This is an optimization exercise on Yosys and OpenROAD, whose aim is small area, not a production implementation. The RTL was checked by simulation tests, not by an equivalence proof against the original design. Power and IR drop assume default switching activity.

==> inputs of ember <==
==> flow/design.v <==
`timescale 1ns/1ps
`default_nettype none
module uart_dbg_top #(
  parameter int unsigned CLKS_PER_BIT = 16,
  parameter int unsigned MEM_AW       = 5
) (
  input  logic        clk,
  input  logic        rst_i,
  input  logic        uart_rx_i,
  output logic        uart_tx_o,
  output logic        exec_valid_o,
  output logic [63:0] exec_addr_o,
  input  logic        done_i,
  input  logic [31:0] exit_code_i
);
  logic [2:0] sync_q;
  logic [7:0] rc_q;
  logic [7:0] rxs_q;
  logic       rx_s, fall, rx_idle, rx_tick, rx_valid;
  logic [3:0] rx_k;
  assign rx_s     = sync_q[1];
  assign fall     = sync_q[2] & ~sync_q[1];
  assign rx_idle  = (rc_q == 8'd0);
  assign rx_tick  = (rc_q[3:0] == 4'd8);
  assign rx_k     = rc_q[7:4];
  assign rx_valid = rx_tick && (rx_k == 4'd9) && rx_s;
  always_ff @(posedge clk) begin
    if (rst_i) begin
      sync_q <= 3'b111;
      rc_q   <= 8'd0;
    end else begin
      sync_q <= {sync_q[1:0], uart_rx_i};
      if (rx_idle) begin
        rc_q <= {7'd0, fall};
      end else if (rx_tick && ((rx_k == 4'd0 && rx_s) || rx_k == 4'd9)) begin
        rc_q <= 8'd0;
      end else begin
        rc_q <= rc_q + 8'd1;
      end
    end
  end
  always_ff @(posedge clk) begin
    if (rx_tick && rx_k != 4'd0 && rx_k != 4'd9) begin
      rxs_q <= {rx_s, rxs_q[7:1]};
    end
  end
  logic [7:0] tc_q;
  logic       tx_idle, tx_valid, tx_accept;
  logic [3:0] tx_k;
  logic [55:0] e_q;
  assign tx_idle   = tc_q[7] & tc_q[5];
  assign tx_k      = tc_q[7:4];
  assign tx_accept = tx_valid & tx_idle;
  always_ff @(posedge clk) begin
    if (rst_i) begin
      tc_q <= 8'd160;
    end else if (tx_accept) begin
      tc_q <= 8'd0;
    end else if (!tx_idle) begin
      tc_q <= tc_q + 8'd1;
    end
  end
  always_comb begin
    case (tx_k)
      4'd0:    uart_tx_o = 1'b0;
      4'd1:    uart_tx_o = e_q[0];
      4'd2:    uart_tx_o = e_q[1];
      4'd3:    uart_tx_o = e_q[2];
      4'd4:    uart_tx_o = e_q[3];
      4'd5:    uart_tx_o = e_q[4];
      4'd6:    uart_tx_o = e_q[5];
      4'd7:    uart_tx_o = e_q[6];
      4'd8:    uart_tx_o = e_q[7];
      default: uart_tx_o = 1'b1;
    endcase
  end
  logic [15:0] ring_q [16];
  logic [3:0]  ph_q;
  logic        match, mem_wr;
  logic [4:0]  addr;
  logic [7:0]  ring_byte;
  assign addr      = e_q[36:32];
  assign match     = (ph_q == addr[4:1]);
  assign ring_byte = addr[0] ? ring_q[15][15:8] : ring_q[15][7:0];
  always_ff @(posedge clk) begin
    ph_q <= ph_q + 4'd1;
    for (int i = 1; i < 16; i++) ring_q[i] <= ring_q[i-1];
    if (mem_wr) begin
      ring_q[0] <= addr[0] ? {rxs_q, ring_q[15][7:0]} : {ring_q[15][15:8], rxs_q};
    end else begin
      ring_q[0] <= ring_q[15];
    end
  end
  typedef enum logic [2:0] {
    S_IDLE, S_HDR, S_ACK, S_WRITE, S_RD, S_LACK, S_LEOT, S_EOC
  } state_e;
  state_e      state_q;
  logic        is_x_q, is_w_q;
  logic [3:0]  cnt_q;
  logic [31:0] exit_q;
  logic        pend_q;
  logic        wpend_q;
  logic [15:0] len;
  logic        len_zero, len_one;
  logic        hdr_shift, hdr_last, rd_cap;
  logic [7:0]  tx_byte;
  assign len      = e_q[55:40];
  assign len_zero = (len == 16'd0);
  assign len_one  = (len == 16'd1);
  assign hdr_shift = (state_q == S_HDR) && rx_valid &&
                     (is_x_q ? (cnt_q < 4'd7) : (cnt_q == 4'd0 || cnt_q == 4'd8 || cnt_q == 4'd9));
  assign hdr_last  = is_x_q ? (cnt_q == 4'd7) : (cnt_q == 4'd15);
  assign mem_wr    = wpend_q && match;
  assign rd_cap    = (state_q == S_RD) && (tx_k == 4'd9) && match;
  assign tx_valid = (state_q == S_ACK) || (state_q == S_RD) || (state_q == S_LACK) ||
                    (state_q == S_LEOT) || (state_q == S_EOC);
  always_comb begin
    tx_byte = 8'h06;
    if (state_q == S_LEOT) tx_byte = 8'h04;
    if (state_q == S_EOC) begin
      case (cnt_q[2:0])
        3'd0:    tx_byte = 8'h14;
        3'd1:    tx_byte = exit_q[7:0];
        3'd2:    tx_byte = exit_q[15:8];
        3'd3:    tx_byte = exit_q[23:16];
        default: tx_byte = exit_q[31:24];
      endcase
    end
  end
  always_ff @(posedge clk) begin
    if (rst_i) begin
      state_q <= S_IDLE;
      pend_q  <= 1'b0;
    end else begin
      if (done_i && state_q != S_EOC) begin
        exit_q <= exit_code_i;
        pend_q <= 1'b1;
      end
      case (state_q)
        S_IDLE: begin
          if (rx_valid) begin
            if (rxs_q == 8'h06) begin
              state_q <= S_LACK;
            end else if (rxs_q == 8'h11 || rxs_q == 8'h12 || rxs_q == 8'h13) begin
              is_x_q  <= rxs_q[0] & rxs_q[1];
              is_w_q  <= rxs_q[1] & ~rxs_q[0];
              cnt_q   <= 4'd0;
              state_q <= S_HDR;
            end
          end else if (pend_q) begin
            pend_q  <= 1'b0;
            cnt_q   <= 4'd0;
            state_q <= S_EOC;
          end
        end
        S_HDR: begin
          if (rx_valid) begin
            cnt_q <= cnt_q + 4'd1;
            if (hdr_last) state_q <= S_ACK;
          end
        end
        S_ACK: begin
          if (is_x_q)        state_q <= S_IDLE;
          else if (len_zero) state_q <= S_LEOT;
          else if (is_w_q)   state_q <= S_WRITE;
          else               state_q <= S_RD;
        end
        S_WRITE: begin
          if (rx_valid && len_one) state_q <= S_LEOT;
        end
        S_RD: begin
          if (tx_accept && len_one) state_q <= S_LEOT;
        end
        S_LACK, S_LEOT: begin
          if (tx_accept) state_q <= S_IDLE;
        end
        default: begin
          if (tx_accept) begin
            if (cnt_q == 4'd4) state_q <= S_IDLE;
            else               cnt_q   <= cnt_q + 4'd1;
          end
        end
      endcase
    end
  end
  always_ff @(posedge clk) begin
    if (mem_wr) begin
      wpend_q <= 1'b0;
    end else if (state_q == S_WRITE && rx_valid) begin
      wpend_q <= 1'b1;
    end
  end
  always_ff @(posedge clk) begin
    if (hdr_shift) begin
      e_q <= {rxs_q, e_q[55:8]};
    end else begin
      if (!rst_i && ((state_q == S_WRITE && rx_valid) || (state_q == S_RD && tx_accept))) begin
        e_q[55:40] <= len - 16'd1;
      end
      if (mem_wr || (state_q == S_RD && tx_accept)) begin
        e_q[36:32] <= addr + 5'd1;
      end
      if (rd_cap) begin
        e_q[7:0] <= ring_byte;
      end else if (tx_accept && state_q != S_RD) begin
        e_q[7:0] <= tx_byte;
      end
    end
  end
  assign exec_valid_o = (state_q == S_ACK) && is_x_q;
  assign exec_addr_o  = {rxs_q, e_q};
endmodule
`default_nettype wire
==> flow/flow/run.sh <==
#!/bin/bash
set -euo pipefail
bash standard.sh synth > synth.log 2>&1
export BUFFER_PORTS_ARGS="-buffer_cell sky130_fd_sc_hd__buf_1"
export CTS_ARGS="-sink_clustering_enable -repair_clock_nets -dont_use_dummy_load -buf_list {sky130_fd_sc_hd__clkbuf_8} -root_buf sky130_fd_sc_hd__clkbuf_8 -sink_clustering_size 22 -sink_clustering_max_diameter 45"
bash standard.sh finish > finish.log 2>&1
==> flow/standard.sh <==
#!/bin/bash
# synth_recipe.tcl (not shown) runs the flow's synth.tcl, then flattens the netlist and writes it again
# the make line also repeats each setting of config.mk as NAME=value (left out here)
make -C /OpenROAD-flow-scripts/flow DESIGN_CONFIG=/design/flow/config.mk WORK_HOME=/design/flow/orfs CLKGATE_MAP_FILE= SYNTH_SCRIPT=/design/flow/synth_recipe.tcl "${@:-finish}"
==> flow/config.mk <==
export PLATFORM = sky130hd
export DESIGN_NAME = uart_dbg_top
export DESIGN_NICKNAME = uart_dbg_top
export VERILOG_FILES = /design/flow/design.v
export SDC_FILE = /design/flow/constraint.sdc
export NUM_CORES = 4
export LEC_CHECK = 0
export CAP_MARGIN = 20
export CORE_MARGIN = 2
export CORE_UTILIZATION = 70
export SLEW_MARGIN = 20
==> flow/constraint.sdc <==
create_clock -name core_clock -period 10.0 [get_ports {clk}]
set_input_delay 2.0000 -clock core_clock [delete_from_list [all_inputs] [get_ports {clk}]]
set_output_delay 2.0000 -clock core_clock [all_outputs]
set_load 0.01 [all_outputs]
==> maple (differences from ember) <==
--- a/flow/design.v
+++ b/flow/design.v
@@ -17,5 +17,6 @@
   logic [7:0] rc_q;
   logic [7:0] rxs_q;
-  logic       rx_s, fall, rx_idle, rx_tick, rx_valid;
+  logic       rx_s, fall, rx_idle, rx_tick, rx_valid, rx_shift;
+  logic       hp_q, hs_q;
   logic [3:0] rx_k;
   assign rx_s     = sync_q[1];
@@ -40,6 +41,7 @@
     end
   end
-  always_ff @(posedge clk) begin
-    if (rx_tick && rx_k != 4'd0 && rx_k != 4'd9) begin
+  assign rx_shift = rx_tick && rx_k != 4'd0 && rx_k != 4'd9;
+  always_ff @(posedge clk) begin
+    if (rx_shift || hs_q) begin
       rxs_q <= {rx_s, rxs_q[7:1]};
     end
@@ -103,4 +105,5 @@
   logic [15:0] len;
   logic        len_zero, len_one;
+  logic        dp_q, act_q, bw_q, len_ev, ph_last;
   logic        hdr_shift, hdr_last, rd_cap;
   logic [7:0]  tx_byte;
@@ -192,18 +195,36 @@
   end
   always_ff @(posedge clk) begin
-    if (hdr_shift) begin
-      e_q <= {rxs_q, e_q[55:8]};
-    end else begin
-      if (!rst_i && ((state_q == S_WRITE && rx_valid) || (state_q == S_RD && tx_accept))) begin
-        e_q[55:40] <= len - 16'd1;
-      end
-      if (mem_wr || (state_q == S_RD && tx_accept)) begin
-        e_q[36:32] <= addr + 5'd1;
-      end
-      if (rd_cap) begin
-        e_q[7:0] <= ring_byte;
-      end else if (tx_accept && state_q != S_RD) begin
-        e_q[7:0] <= tx_byte;
-      end
+    if (ph_q[2:0] == 3'd7) hs_q <= hp_q;
+    if (hdr_shift)                hp_q <= 1'b1;
+    else if (ph_q[2:0] == 3'd7)   hp_q <= 1'b0;
+  end
+  assign ph_last = (ph_q == 4'd15);
+  assign len_ev  = (state_q == S_WRITE && rx_valid) || (state_q == S_RD && tx_accept);
+  always_ff @(posedge clk) begin
+    if (ph_last) act_q <= dp_q;
+    if (len_ev)       dp_q <= 1'b1;
+    else if (ph_last) dp_q <= 1'b0;
+    bw_q <= ph_last | (bw_q & ~e_q[40]);
+  end
+  always_ff @(posedge clk) begin
+    if (hs_q || act_q) begin
+      e_q[55]    <= act_q ? (e_q[40] ^ bw_q) : rxs_q[0];
+      e_q[54:40] <= e_q[55:41];
+    end
+    if (hs_q) begin
+      e_q[39:37] <= e_q[40:38];
+      e_q[31:8]  <= e_q[32:9];
+    end
+    if (hs_q) begin
+      e_q[36:32] <= e_q[37:33];
+    end else if (mem_wr || (state_q == S_RD && tx_accept)) begin
+      e_q[36:32] <= addr + 5'd1;
+    end
+    if (hs_q) begin
+      e_q[7:0] <= e_q[8:1];
+    end else if (rd_cap) begin
+      e_q[7:0] <= ring_byte;
+    end else if (tx_accept && state_q != S_RD) begin
+      e_q[7:0] <= tx_byte;
     end
   end
==> flow/flow/run.sh (replaced) <==
#!/bin/bash
set -euo pipefail
bash standard.sh synth > synth.log 2>&1
export BUFFER_PORTS_ARGS="-buffer_cell sky130_fd_sc_hd__buf_1"
export CTS_ARGS="-sink_clustering_enable -repair_clock_nets -dont_use_dummy_load -buf_list {sky130_fd_sc_hd__clkbuf_8} -root_buf sky130_fd_sc_hd__clkbuf_8 -sink_clustering_size 24 -sink_clustering_max_diameter 35"
bash standard.sh finish > finish.log 2>&1
CORE_UTILIZATION = 80   (was 70)
==> results.toml <==
[outcome]
status = "no timing/DRC/antenna violations"

[floorplan]
rows = 46
nWellTaps = 216

[global_route]
first_global_vias = 5937

[setup_path]
worstReg2RegEnd = "e_q[49]"

[cells_and_area]
fin_area_um2 = 12200
clkbuf_count = 30
final_nets = 924

[sta]
tightest_slew_ns = 0.941

[clock_network]
clk_pin_slew_worst_paths_ns = 0.11
cts_inserted_buffers = 30

[logic_synthesis]
synth_compound_gate_area_share_pct = 5.48
synthXorXnorAreaFrac_pct = 2.63

[placed_design]
place_inst = 1060
the above is filed under ember

==> results.toml <==
[setup_path]
worstReg2RegEnd = "e_q[4]"

[logic_synthesis]
synth_compound_gate_area_share_pct = 5.10

[floorplan]
rows = 42

[cells_and_area]
final_nets = 875

[outcome]
status = "no timing/DRC/antenna violations"

[placed_design]
place_inst = 964

[global_route]
first_global_vias = 6916

[sta]
tightest_slew_ns = 1.19
the above is filed under maple


---

==> run a <==
Starts from the design.v that is shown in full above.
clock: 10.0 ns
lec_check: 0
cap_margin: 20
core_margin: 2
core_utilization: 40
slew_margin: 20
run.sh (not shown) runs the stock make flow with config.mk's settings and CLKGATE_MAP_FILE= SYNTH_SCRIPT=/design/flow/synth_recipe.tcl, a recipe that flattens the netlist after the stock synthesis.
Stock flow here: none of the scripts above is used.
==> run b: changes against run a <==
==> flow/flow/run.sh (new file) <==
#!/bin/bash
set -euo pipefail
bash standard.sh synth > synth.log 2>&1
export BUFFER_PORTS_ARGS="-buffer_cell sky130_fd_sc_hd__buf_1"
export CTS_ARGS="-sink_clustering_enable -repair_clock_nets -dont_use_dummy_load -buf_list {sky130_fd_sc_hd__clkbuf_4 sky130_fd_sc_hd__clkbuf_8} -root_buf sky130_fd_sc_hd__clkbuf_16 -sink_clustering_size 20 -sink_clustering_max_diameter 40"
bash standard.sh finish > finish.log 2>&1
==> flow/standard.sh (new file) <==
#!/bin/bash
# synth_recipe.tcl (not shown) runs the flow's synth.tcl, then flattens the netlist and writes it again
# the make line also repeats each setting of config.mk as NAME=value (left out here)
make -C /OpenROAD-flow-scripts/flow DESIGN_CONFIG=/design/flow/config.mk WORK_HOME=/design/flow/orfs CLKGATE_MAP_FILE= SYNTH_SCRIPT=/design/flow/synth_recipe.tcl "${@:-finish}"
Settings changed: CORE_UTILIZATION 40 to 65.
removed: flow/run.sh
==> run c: changes against run a <==
==> flow/flow/run.sh (new file) <==
#!/bin/bash
set -euo pipefail
bash standard.sh synth > synth.log 2>&1
export BUFFER_PORTS_ARGS="-buffer_cell sky130_fd_sc_hd__buf_1"
export CTS_ARGS="-sink_clustering_enable -repair_clock_nets -dont_use_dummy_load -buf_list sky130_fd_sc_hd__clkbuf_16 -root_buf sky130_fd_sc_hd__clkbuf_16 -sink_clustering_size 40 -sink_clustering_max_diameter 60"
bash standard.sh finish > finish.log 2>&1
==> flow/standard.sh (new file) <==
#!/bin/bash
# synth_recipe.tcl (not shown) runs the flow's synth.tcl, then flattens the netlist and writes it again
# the make line also repeats each setting of config.mk as NAME=value (left out here)
make -C /OpenROAD-flow-scripts/flow DESIGN_CONFIG=/design/flow/config.mk WORK_HOME=/design/flow/orfs CLKGATE_MAP_FILE= SYNTH_SCRIPT=/design/flow/synth_recipe.tcl "${@:-finish}"
removed: flow/run.sh
==> results.txt <==
outcome=no timing/DRC/antenna violations; most frequent cells in the layout=284 x dfxtp_1, 102 x edfxtp_1, 101 x buf_1, 61 x nor2_1, 33 x a21oi_1; final worst slack=6.11 ns; Reg clk slew, reported paths=0.10 ns; relative contribution of sequential cells to total power=62.0%; placer congestion estimate=around 0.89; clock network latency to the later pin of the worst-skew pair=0.50 ns; final cell count without fillers=between 1000 and 1500
[end of results for run b]
==> results.txt <==
outcome=no timing/DRC/antenna violations; final worst slack=5.69 ns; cell chain of the critical path=mux4_2 > nor2_1 > a31oi_1 > nor2_1 > a31oi_1 > clkdlybuf4s50_1; cell with the largest stage delay on the worst path=mux4_2; clock network latency to the later pin of the worst-skew pair=between 0.5 and 0.6 ns; Top Metal Used=met4; placer congestion estimate=roughly 0.82; sequential fraction of total cell area=62.6%; Reg clk slew, reported paths=0.07 ns; relative contribution of sequential cells to total power=50.0%; most frequent cells in the layout=284 x dfxtp_1, 102 x edfxtp_1, 101 x clkdlybuf4s50_1, 61 x nor2_1, 42 x clkbuf_16; Critical Path End=uart_tx_o
[end of results for run a]
==> results.txt <==
number of cells on the critical path=6; Inverters, non-clock=18; relative contribution of sequential cells to total power=roughly 59%; Crit Path Max Fanout=7; outcome=no timing/DRC/antenna violations; final cell count without fillers=1249; Post-synth EDFFs=slightly above 100; clock network latency to the later pin of the worst-skew pair=0.56 ns; placer congestion estimate=between 0.8 and 0.9; final worst slack=6.01 ns; most frequent cells in the layout=284 x dfxtp_1, 102 x edfxtp_1, 101 x buf_1, 61 x nor2_1, 33 x a21oi_1
[end of results for run c]

==> static timing again, ports no longer ideal <==
Ports are ideal in the flow. The routed layouts listed here were re-timed in OpenROAD.
Step 1, drivers: a clkbuf_16 drives clk and a buf_2 each remaining input, both assumed.
Step 2 adds t to the input delays and takes it off the output delays; t is the mean of the earliest and latest rising clock arrival at the registers after step 1. Input paths then give back, and output paths get back, about the clock's delay inside the block.
a / b / c = ideal ports / drivers / drivers and shift; a / b = the first two.
| run | t, ns | slack for setup (ns) | hold WS [ns] | slew at the worst register clock pin (ns) |
|---|---|---|---|---|
| ember | 0.599 | 6.058 / 6.019 / 6.458 | 0.261 / 0.261 / 0.261 | 0.13 / 0.13 |
| maple | 0.576 | 5.571 / 5.533 / 6.109 | 0.308 / 0.308 / 0.308 | 0.11 / 0.11 |
| run a | 0.564 | 5.687 / 5.643 / 6.099 | 0.321 / 0.321 / 0.321 | 0.07 / 0.07 |
| run b | 0.505 | 6.106 / 6.064 / 6.548 | 0.303 / 0.303 / 0.303 | 0.10 / 0.10 |
| run c | 0.578 | 6.007 / 5.961 / 6.492 | 0.246 / 0.246 / 0.246 | 0.12 / 0.12 |
After both steps setup and hold are still met in every run listed.
